What follows belongs to an exercise in optimizing a design on an open flow for small area, a short achievable clock period and few clock cycles per item; a production flow would make more cautious choices.
Power and IR drop assume default switching activity.

Setup of try-garnet:
## centered_moving_average_unit
module centered_moving_average_unit #(
  parameter int MAX_HALF_WIDTH = CMA_MAX_HALF_WIDTH,
  parameter int SAMPLE_BITS    = CMA_SAMPLE_BITS
) (
  input  logic               clk,
  input  logic               rst,
  input  logic               cfg_wr_en,
  input  logic [CFG_W-1:0]   cfg_wr_data,    
  input  logic               s_axis_tvalid,
  output logic               s_axis_tready,
  input  logic [TDATA_W-1:0] s_axis_tdata,   
  input  logic               s_axis_tlast,   
  output logic               m_axis_tvalid,
  input  logic               m_axis_tready,
  output logic [TDATA_W-1:0] m_axis_tdata,   
  output logic               m_axis_tlast,   
  output logic               m_axis_tuser    
);
clock: 5.5 ns
lec_check: 0
abc_clock_period_in_ps: 2500
cap_margin: 20
core_margin: 2
core_utilization: 40
setup_slack_margin: 2.9
slew_margin: 20
tns_end_percent: 10
run.sh (not shown) runs the stock make flow with config.mk's settings and CLKGATE_MAP_FILE= SYNTH_SCRIPT=/design/flow/synth_recipe.tcl, a recipe that flattens the netlist after the stock synthesis.
[inputs] try-willow vs try-garnet
--- a/flow/design.v
+++ b/flow/design.v
@@ -14,34 +14,44 @@
   parameter int W     = 24,
   parameter int NSEG  = 5,
   parameter int LBASE = 1
 ) (
   input  logic            clk,
   input  logic            step,
+  input  logic            tail,
+  input  logic [5:0]      tpos,
   input  logic [NSEG-1:0] sel,
   input  logic [W-1:0]    din,
   output logic [W-1:0]    dout
 );
   logic [W-1:0] chain [0:NSEG];
   assign chain[0] = din;
   for (genvar j = 0; j < NSEG; j++) begin : g_seg
     localparam int L = LBASE << j;
-    logic [L*W-1:0] sr;
-    if (L == 1) begin : g_one
+    logic [7:0] start;
+    logic [7:0] hold;
+    logic [W-1:0] qv [0:L-1];
+    if (j == 0) begin : g_s0
+      assign start = '0;
+    end else begin : g_sj
+      assign start = 8'(LBASE) * 8'(sel[j-1:0]);
+    end
+    assign hold = {2'b00, tpos} - start;
+    for (genvar k = 0; k < L; k++) begin : g_st
+      logic         sh;
+      logic [W-1:0] q;
+      assign sh = step || (tail && (hold[7] || (hold <= 8'(k))));
       always_ff @(posedge clk) begin
-        if (step) sr <= chain[j];
-      end
-    end else begin : g_many
-      always_ff @(posedge clk) begin
-        if (step) sr <= {sr[(L-1)*W-1:0], chain[j]};
+        if (sh) q <= (k == 0) ? chain[j] : qv[(k == 0) ? 0 : k-1];
       end
+      assign qv[k] = q;
     end
-    assign chain[j+1] = sel[j] ? sr[L*W-1 -: W] : chain[j];
+    assign chain[j+1] = sel[j] ? qv[L-1] : chain[j];
   end
   always_ff @(posedge clk) begin
-    if (step) dout <= chain[NSEG];
+    if (step || tail) dout <= chain[NSEG];
   end
 endmodule
 module cma_kadd #(
   parameter int W = 30
 ) (
   input  logic [W-1:0] a,
@@ -84,15 +94,15 @@
   output logic               emit,        
   output logic               user,        
   output logic               ended_nx,    
   output logic               done,        
   output logic [ACC_W-1:0]   cs_s,
   output logic [ACC_W-1:0]   cs_c,
-  output logic [CNT_W-1:0]   n
+  output logic [CNT_W-1:0]   n,
+  output logic [5:0]         t
 );
-  logic [5:0]       t;
   logic [4:0]       f;
   logic             short_q;
   logic             pv;        
   logic             ge2h;      
   logic             em;        
   logic             fdone;     
@@ -332,12 +342,15 @@
   logic [ACC_W-1:0]   s_cs  [0:1];
   logic [ACC_W-1:0]   s_cc  [0:1];
   logic [CNT_W-1:0]   s_n   [0:1];
   logic               cur_busy, cur_ended, oth_busy;
   logic               take_sample;
   logic               step;
+  logic               tail;
+  logic [5:0]         cur_t;
+  logic [5:0]         s_t [0:1];
   logic               consume;
   logic               flip;
   logic               ptr_nx;
   logic               cur_ended_nx;
   logic [VALUE_W-1:0] popv;
   logic [TAG_W-1:0]   ctag;
@@ -403,20 +416,20 @@
   assign cur_busy    = ptr ? s_busy[1] : s_busy[0];
   assign cur_ended   = ptr ? s_ended[1] : s_ended[0];
   assign oth_busy    = ptr ? s_busy[0] : s_busy[1];
   assign take_sample = in_valid && !cur_ended;
   assign step        = en && (in_valid || cur_ended || (!cur_busy && oth_busy));
   assign consume     = step && take_sample;
-  assign s_part[0] = en && (!ptr ? (in_valid || (s_busy[0] && s_ended[0]))
-                                 : (s_busy[0] && (in_valid || s_ended[1] || !s_busy[1])));
-  assign s_part[1] = en && ( ptr ? (in_valid || (s_busy[1] && s_ended[1]))
-                                 : (s_busy[1] && (in_valid || s_ended[0] || !s_busy[0])));
+  assign s_part[0] = en && (!ptr ? (in_valid || (s_busy[0] && s_ended[0])) : s_busy[0]);
+  assign s_part[1] = en && ( ptr ? (in_valid || (s_busy[1] && s_ended[1])) : s_busy[1]);
+  assign tail = en && oth_busy && cur_busy && !cur_ended && !in_valid;
+  assign cur_t = ptr ? s_t[1] : s_t[0];
   assign flip = ptr ? (s_ended_nx[1] && (!s_busy[0] || s_done[0]))
                     : (s_ended_nx[0] && (!s_busy[1] || s_done[1]));
-  assign ptr_nx = step ? (ptr ^ flip) : ptr;
-  assign cur_ended_nx = step ? (ptr_nx ? s_ended_nx[1] : s_ended_nx[0])
+  assign ptr_nx = (step || tail) ? (ptr ^ flip) : ptr;
+  assign cur_ended_nx = (step || tail) ? (ptr_nx ? s_ended_nx[1] : s_ended_nx[0])
                              : (ptr ? s_ended[1] : s_ended[0]);
   always_ff @(posedge clk) begin
     if (clr) begin
       ptr <= 1'b0;
     end else begin
       ptr <= ptr_nx;
@@ -439,34 +452,39 @@
       .emit     (s_emit[i]),
       .user     (s_user[i]),
       .ended_nx (s_ended_nx[i]),
       .done     (s_done[i]),
       .cs_s     (s_cs[i]),
       .cs_c     (s_cc[i]),
-      .n        (s_n[i])
+      .n        (s_n[i]),
+      .t        (s_t[i])
     );
   end
   cma_dline #(.W(VALUE_W), .NSEG(5), .LBASE(2)) u_vline (
     .clk  (clk),
     .step (step),
+    .tail (tail),
+    .tpos (cur_t),
     .sel  (h),
     .din  (in_x),
     .dout (popv)
   );
   cma_dline #(.W(TAG_W), .NSEG(5), .LBASE(1)) u_tline (
     .clk  (clk),
     .step (step),
+    .tail (tail),
+    .tpos (cur_t),
     .sel  (h),
     .din  (in_tag),
     .dout (ctag)
   );
   always_ff @(posedge clk) begin
     if (rst) begin
       e_valid <= 1'b0;
     end else if (en) begin
-      e_valid <= step && (s_emit[0] || s_emit[1]);
+      e_valid <= s_emit[0] || s_emit[1];
     end
   end
   always_ff @(posedge clk) begin
     if (en) begin
       e_slot <= s_emit[1];
       e_last <= s_emit[1] ? s_done[1] : s_done[0];
Findings:
Number of cells on the critical path in try-willow vs try-garnet: up 16. [compare] base=try-garnet new=try-willow: clock network power has decreased, area of all placed cells without fillers has increased, layout-stage area growth over the synthesis result has increased, leakage power figure has increased. Synthesized cell count delta for try-willow relative to try-garnet: about 8% higher. Going from try-garnet to try-willow, final core utilization rose 0.84 points, least setup slack across all paths after layout fell 0.75 ns. On path depth of the worst reg2reg path: try-willow sits above try-garnet. Delta (try-willow minus try-garnet): share of synthesized area occupied by flip-flops and latches moved down, total wirelength of the detailed-routed design moved up, clock-buffer cell count moved down, power share of the clock group moved down.
No functional check of the RTL was part of any run of this note.

---

## v6
centered_moving_average_unit, a different RTL version from the one above (not shown whole).
For scale: ~3,300 flip-flops.
Settings: LEC_CHECK=0, ABC_CLOCK_PERIOD_IN_PS=2500, CAP_MARGIN=20, CORE_MARGIN=2, CORE_UTILIZATION=40, SETUP_SLACK_MARGIN=2.9, SLEW_MARGIN=20, TNS_END_PERCENT=10; clock period 5.5 ns.
The flow did not stop early for v6: all stages ran, and the layout cleared the timing, design-rule and antenna checks.
> inputs changed (v6 -> v7)
-- flow/design.v --
<<< v6, line 381
  logic [4:0]         h;
  logic               clr;
  logic [VALUE_W-1:0] in_x;
  logic [TAG_W-1:0]   in_tag;
>>> v7, line 381
  logic [4:0]         h;
  logic               clr;
  logic               in_valid;
  logic [VALUE_W-1:0] in_x;
  logic [TAG_W-1:0]   in_tag;
<<< v6, line 432
  assign clr = rst || cfg_wr_en;
  assign en  = !skid_valid;
  assign acc     = s_axis_tvalid && s_axis_tready && !rst;
  assign in_x    = s_axis_tdata[VALUE_W-1:0];
  assign in_tag  = s_axis_tdata[VALUE_W +: TAG_W];
  assign in_last = s_axis_tlast;
  always_ff @(posedge clk) begin
    if (rst) begin
      s_axis_tready <= 1'b1;
      f_a           <= 1'b0;
      f_t           <= 1'b0;
      f_b           <= 1'b0;
    end else begin
      s_axis_tready <= !skid_valid_nx && !ce_nx;
      f_a           <= ce_nx || (!cb_nx && ob_nx);
      f_t           <= ob_nx && cb_nx && !ce_nx;
      f_b           <= cb_nx && ce_nx;
    end
  end
>>> v7, line 433
  assign clr = rst || cfg_wr_en;
  assign en  = !skid_valid;
  assign acc = s_axis_tvalid && s_axis_tready && !rst;
  always_ff @(posedge clk) begin
    if (rst) begin
      in_valid <= 1'b0;
    end else begin
      in_valid <= (in_valid && !consume && !cfg_wr_en) || acc;
    end
  end
  always_ff @(posedge clk) begin
    if (s_axis_tready) begin
      in_x    <= s_axis_tdata[VALUE_W-1:0];
      in_tag  <= s_axis_tdata[VALUE_W +: TAG_W];
      in_last <= s_axis_tlast;
    end
  end
  always_ff @(posedge clk) begin
    if (rst) begin
      s_axis_tready <= 1'b1;
    end else begin
      s_axis_tready <= !((in_valid && !consume && !cfg_wr_en) || acc) || (!skid_valid_nx && !ce_nx);
    end
  end
<<< v6, line 458
    end
  end
  assign step    = en && (acc || f_a);
  assign consume = acc;
  assign s_part[0] = en && (ptr ? s_busy[0] : (acc || f_b));
  assign s_part[1] = en && (ptr ? (acc || f_b) : s_busy[1]);
  assign tail = en && !acc && f_t;
  assign flip = ptr ? (s_ended_nx[1] && (!s_busy[0] || s_done[0]))
                    : (s_ended_nx[0] && (!s_busy[1] || s_done[1]));
>>> v7, line 464
    end
  end
  assign step    = en && (in_valid || f_a);
  assign consume = en && in_valid && !f_b;
  assign s_part[0] = en && (ptr ? s_busy[0] : (in_valid || f_b));
  assign s_part[1] = en && (ptr ? (in_valid || f_b) : s_busy[1]);
  assign tail = en && !in_valid && f_t;
  assign flip = ptr ? (s_ended_nx[1] && (!s_busy[0] || s_done[0]))
                    : (s_ended_nx[0] && (!s_busy[1] || s_done[1]));
<<< v6, line 469
  assign ce_nx  = ptr_nx ? s_ended_q[1] : s_ended_q[0];
  assign ob_nx  = ptr_nx ? s_busy_q[0] : s_busy_q[1];
  always_ff @(posedge clk) begin
    if (clr) begin
>>> v7, line 475
  assign ce_nx  = ptr_nx ? s_ended_q[1] : s_ended_q[0];
  assign ob_nx  = ptr_nx ? s_busy_q[0] : s_busy_q[1];
  always_ff @(posedge clk) begin
    if (rst) begin
      f_a <= 1'b0;
      f_t <= 1'b0;
      f_b <= 1'b0;
    end else begin
      f_a <= ce_nx || (!cb_nx && ob_nx);
      f_t <= ob_nx && cb_nx && !ce_nx;
      f_b <= cb_nx && ce_nx;
    end
  end
  always_ff @(posedge clk) begin
    if (clr) begin
Findings:
- The flow completed for v7, but it is not clean: the layout still shows antenna violations.
- Synthesized cell count | v7 above v6
- Post-synthesis sequential element count came out higher on v7 than on v6.
- v7 against v6: die outline width rose about 0.5%; final wirelength about even.
- v7: number of buffers other than clock buffers in the final layout higher than v6
- Between v7 and v6, the clock network contribution to total cell area is lower for v7.
- For v7, the category of the most critical setup path was reg -> reg, unlike v6, where it was in -> reg.
No run of this note included a check of the RTL's function; only the layout flow was run.

-- port drivers added, routing unchanged --
Ports are ideal in the flow. The routed layouts listed here were re-timed in OpenROAD. Step 1, drivers: a clkbuf_16 drives clk and a buf_2 each remaining input, both assumed. Step 2 adds t to the input delays and takes it off the output delays; t is the mean of the earliest and latest rising clock arrival at the registers after step 1. Input paths then give back, and output paths get back, about the clock's delay inside the block. a / b / c = ideal ports / drivers / drivers and shift; a / b = the first two.
run	t, ns	setup WS [ns]	worst setup path at the end	cell pins on the clock port's net
try-garnet	0.944	2.719 / 2.629 / 2.181	input to register	1
try-willow	1.002	1.969 / 1.969 / 1.969	register to register	1
v6	0.992	2.599 / 2.671 / 1.680	input to register	1
v7	0.961	2.749 / 2.739 / 2.019	input to register	1
For v6, which loses most, drivers alone change the setup slack by +0.072 ns; drivers and shift together by -0.919 ns.
